What follows belongs to an exercise in optimizing a design on an open flow for small area and few clock cycles per item; a production flow would make more cautious choices. Only simulation tests tie the RTL to the original design; equivalence was not proved. Power is estimated from default activity; no workload was simulated.

Design tlb_page_table_translator, start of the top module:
module tlb_page_table_translator (
   input  wire logic                            clock,
   input  wire logic                            reset,
   input  wire logic                            req_valid,
   output wire logic                            req_ready,
   input  wire logic [tlbpt_pkg::ADDR_BITS-1:0]  req_logical_address,
   output wire logic                            rsp_valid,
   input  wire logic                            rsp_ready,
   output wire logic [tlbpt_pkg::ADDR_BITS-1:0]  rsp_physical_address,
   output wire logic                            rsp_tlb_hit,
   output wire logic                            rsp_page_fault,
   output wire logic [tlbpt_pkg::COUNT_BITS-1:0] rsp_hit_count,
   output wire logic [tlbpt_pkg::COUNT_BITS-1:0] rsp_fault_count
);
   localparam int NP = tlbpt_pkg::PAGE_COUNT;
   localparam int NT = tlbpt_pkg::TLB_ENTRIES;
   localparam int FB = tlbpt_pkg::FRAME_BITS;
  ...
Size in the first run: roughly 7,400 cells after synthesis.
clock: 6.0 ns
lec_check: 0
cap_margin: 20
core_margin: 2
core_utilization: 70
cts_cluster_diameter: 50
cts_cluster_size: 25
gpl_timing_driven: 0
slew_margin: 20
synth_hierarchical: 1
synth_minimum_keep_size: 0
standard.sh (not shown) runs the stock make flow with config.mk's settings and CLKGATE_MAP_FILE= SYNTH_SCRIPT=/design/flow/synth_recipe.tcl, a recipe that flattens the netlist after the stock synthesis.
==> flow/flow/run.sh <==
#!/bin/bash
set -euo pipefail
export CTS_ARGS="-sink_clustering_enable -repair_clock_nets -dont_use_dummy_load -sink_clustering_size 14 -sink_clustering_max_diameter 50 -buf_list sky130_fd_sc_hd__clkbuf_8"
bash standard.sh finish > flow_make.log 2>&1
The first run finished clean.
Testbench counts at the start, summed over its fixed seeds: cycles 32,008, items 32,000.
Edit:
==> flow/flow/run.sh (replaced) <==
#!/bin/bash
set -euo pipefail
export CTS_ARGS="-sink_clustering_enable -repair_clock_nets -dont_use_dummy_load -sink_clustering_size 16 -sink_clustering_max_diameter 60 -buf_list sky130_fd_sc_hd__clkbuf_8"
bash standard.sh finish > flow_make.log 2>&1
--- a/flow/config.mk
+++ b/flow/config.mk
@@ -7,5 +7,5 @@
 export LEC_CHECK = 0
-export CAP_MARGIN = 20
+export CAP_MARGIN = 10
 export CORE_MARGIN = 2
-export CORE_UTILIZATION = 70
+export CORE_UTILIZATION = 60
 export CTS_CLUSTER_DIAMETER = 50
@@ -13,3 +13,3 @@
 export GPL_TIMING_DRIVEN = 0
-export SLEW_MARGIN = 20
+export SLEW_MARGIN = 10
 export SYNTH_HIERARCHICAL = 1
=> The new run produced a clean layout; clock power fell by a few percent; routed wire length is lower slightly; clock-buffer cell count went down by 26; setup slack improves by 67 ps; synthesized area stays the same; maximum frequency increases slightly; cell area barely changes.
Edit:
--- a/flow/config.mk
+++ b/flow/config.mk
@@ -7,5 +7,5 @@
 export LEC_CHECK = 0
-export CAP_MARGIN = 10
+export CAP_MARGIN = 5
 export CORE_MARGIN = 2
-export CORE_UTILIZATION = 60
+export CORE_UTILIZATION = 70
 export CTS_CLUSTER_DIAMETER = 50
@@ -13,3 +13,3 @@
 export GPL_TIMING_DRIVEN = 0
-export SLEW_MARGIN = 10
+export SLEW_MARGIN = 5
 export SYNTH_HIERARCHICAL = 1
What happened: This time the run produced a layout that fails on max-capacitance violations, max-slew violations; via count came out higher by a few percent; total power is lower slightly; flip-flop and latch count does not change; combinational power rises slightly; maximum frequency hardly moves; clock power falls slightly; setup slack improved by 17 ps; sequential power is about the same.
Edit:
--- a/flow/config.mk
+++ b/flow/config.mk
@@ -7,3 +7,3 @@
 export LEC_CHECK = 0
-export CAP_MARGIN = 5
+export CAP_MARGIN = 10
 export CORE_MARGIN = 2
@@ -13,3 +13,3 @@
 export GPL_TIMING_DRIVEN = 0
-export SLEW_MARGIN = 5
+export SLEW_MARGIN = 10
 export SYNTH_HIERARCHICAL = 1
Outcome:
- The changed run finished clean
- first-iteration DRC count went up by 2.5%
- global-route usage decreases by 0.20 points
- clock-buffer cell count does not change
- wire length stays flat
- maximum frequency drops by 1.4%
- total power barely changes
- sequential cell count is unchanged
- utilization stays flat
- cell area is about the same
Edit:
==> flow/flow/run.sh (replaced) <==
#!/bin/bash
set -euo pipefail
export CTS_ARGS="-sink_clustering_enable -repair_clock_nets -dont_use_dummy_load -sink_clustering_size 16 -sink_clustering_max_diameter 60 -buf_list sky130_fd_sc_hd__clkbuf_8"
export BUFFER_PORTS_ARGS="-buffer_cell sky130_fd_sc_hd__buf_1"
bash standard.sh finish > flow_make.log 2>&1
Die area is unchanged. Worst setup slack degrades by 98 ps. Routed wire length went down slightly. Cell count hardly moves. Count of clock-buffer cells in the layout does not change. Maximum frequency falls slightly. Synthesized area stays the same. First-iteration DRC count is about the same. Power barely changes. Final area came out lower slightly.
Edit:
==> flow/flow/run.sh (replaced) <==
#!/bin/bash
set -euo pipefail
export CTS_ARGS="-sink_clustering_enable -repair_clock_nets -dont_use_dummy_load -sink_clustering_size 14 -sink_clustering_max_diameter 50 -buf_list sky130_fd_sc_hd__clkbuf_8"
bash standard.sh finish > flow_make.log 2>&1
--- a/flow/config.mk
+++ b/flow/config.mk
@@ -7,5 +7,5 @@
 export LEC_CHECK = 0
-export CAP_MARGIN = 10
+export CAP_MARGIN = 20
 export CORE_MARGIN = 2
-export CORE_UTILIZATION = 70
+export CORE_UTILIZATION = 60
 export CTS_CLUSTER_DIAMETER = 50
@@ -13,3 +13,3 @@
 export GPL_TIMING_DRIVEN = 0
-export SLEW_MARGIN = 10
+export SLEW_MARGIN = 20
 export SYNTH_HIERARCHICAL = 1
Result: The new run produced a clean layout. Worst hold slack gains 7.8 ps. Final cell count came out higher by 3.4%. Cell area came out higher by 1.8%. Fmax came out higher by 2.3%. Worst setup slack gains 130 ps. Power came out higher by 2.5%. Wire length came out higher by 2.3%. Die area came out higher by 16%.

* * *

## P
Another version of the RTL of tlb_page_table_translator (not shown whole).
Size in the first run: ~7200 cells after synthesis, about 2500 flip-flops, roughly 72 I/O pins, about 87000 um^2 of cells after synthesis.
export LEC_CHECK = 0
export CAP_MARGIN = 20
export CORE_MARGIN = 2
export CORE_UTILIZATION = 40
export CTS_CLUSTER_DIAMETER = 50
export CTS_CLUSTER_SIZE = 25
export GPL_TIMING_DRIVEN = 0
export SLEW_MARGIN = 20
export SYNTH_HIERARCHICAL = 1
export SYNTH_MINIMUM_KEEP_SIZE = 0
create_clock -name core_clock -period 6.0 [get_ports {clock}]
run.sh (not shown) runs the stock make flow with config.mk's settings and CLKGATE_MAP_FILE= SYNTH_SCRIPT=/design/flow/synth_recipe.tcl, a recipe that flattens the netlist after the stock synthesis.
Stock flow here: none of the scripts above is used.
P ran to completion and came out clean on the timing, design-rule and antenna checks.
Testbench counts of P, summed over its fixed seeds: cycles 32,008, items 32,000.
#### Input delta (Q over P)
==> flow/flow/run.sh (new file) <==
#!/bin/bash
set -euo pipefail
export CTS_ARGS="-sink_clustering_enable -repair_clock_nets -dont_use_dummy_load -sink_clustering_size 14 -sink_clustering_max_diameter 50 -buf_list sky130_fd_sc_hd__clkbuf_8"
bash standard.sh finish > flow_make.log 2>&1
==> flow/standard.sh (new file) <==
#!/bin/bash
# synth_recipe.tcl (not shown) runs the flow's synth.tcl, then flattens the netlist and writes it again
# the make line also repeats each setting of config.mk as NAME=value (left out here)
make -C /OpenROAD-flow-scripts/flow DESIGN_CONFIG=/design/flow/config.mk WORK_HOME=/design/flow/orfs CLKGATE_MAP_FILE= SYNTH_SCRIPT=/design/flow/synth_recipe.tcl "${@:-finish}"
removed: flow/run.sh
- Sequential share of layout area ended up 2.1 points higher on Q than on P.
- Compared with P, in Q minimum period implied by the final worst setup slack went down by 0.037 ns; clock latency on the worst-skew pair went up by 0.14 ns; count of cell instances traversed by the critical path went down by 1.

==> what the ideal ports hide <==
In the flow no input, the clock included, has a driving cell. The finished layouts below were timed again as built, in two steps.
Step 1: set_driving_cell puts a clkbuf_16 on clock and a buf_2 on each other input, an assumption about the parent block.
Step 2 moves the port delays by t, midway between the first and last clock arrival at a register: inputs arrive t later, outputs are due t later. That takes back most of the time a late clock gives input paths.
Three values: ideal, step 1, step 2; two values: the first two.
| run | t, ns | setup slack, ns | worst hold slack (ns) | worst setup path after step 2 |
|---|---|---|---|---|
| the first run of note 1 | 1.031 | 0.147 / 0.071 / -0.858 | 0.468 / 0.468 / 0.468 | input to register |
| the second run of note 1 | 0.975 | 0.213 / 0.187 / -0.729 | 0.475 / 0.475 / 0.475 | input to register |
| the third run of note 1 | 1.008 | 0.230 / 0.153 / -0.673 | 0.476 / 0.476 / 0.476 | input to register |
| the fourth run of note 1 | 1.009 | 0.148 / 0.072 / -0.717 | 0.460 / 0.460 / 0.460 | input to register |
| the fifth run of note 1 | 1.014 | 0.050 / -0.025 / -0.403 | 0.443 / 0.393 / 0.466 | input to register |
| the sixth run of note 1 | 0.991 | 0.182 / 0.188 / -0.793 | 0.451 / 0.451 / 0.451 | input to register |
| P | 0.934 | 0.143 / 0.183 / -0.728 | 0.470 / 0.470 / 0.470 | input to register |
| Q | 1.040 | 0.180 / 0.086 / -0.741 | 0.359 / 0.359 / 0.359 | input to register |
For the first run of note 1, which loses most, drivers alone change the setup slack by -0.076 ns; drivers and shift together by -1.005 ns.
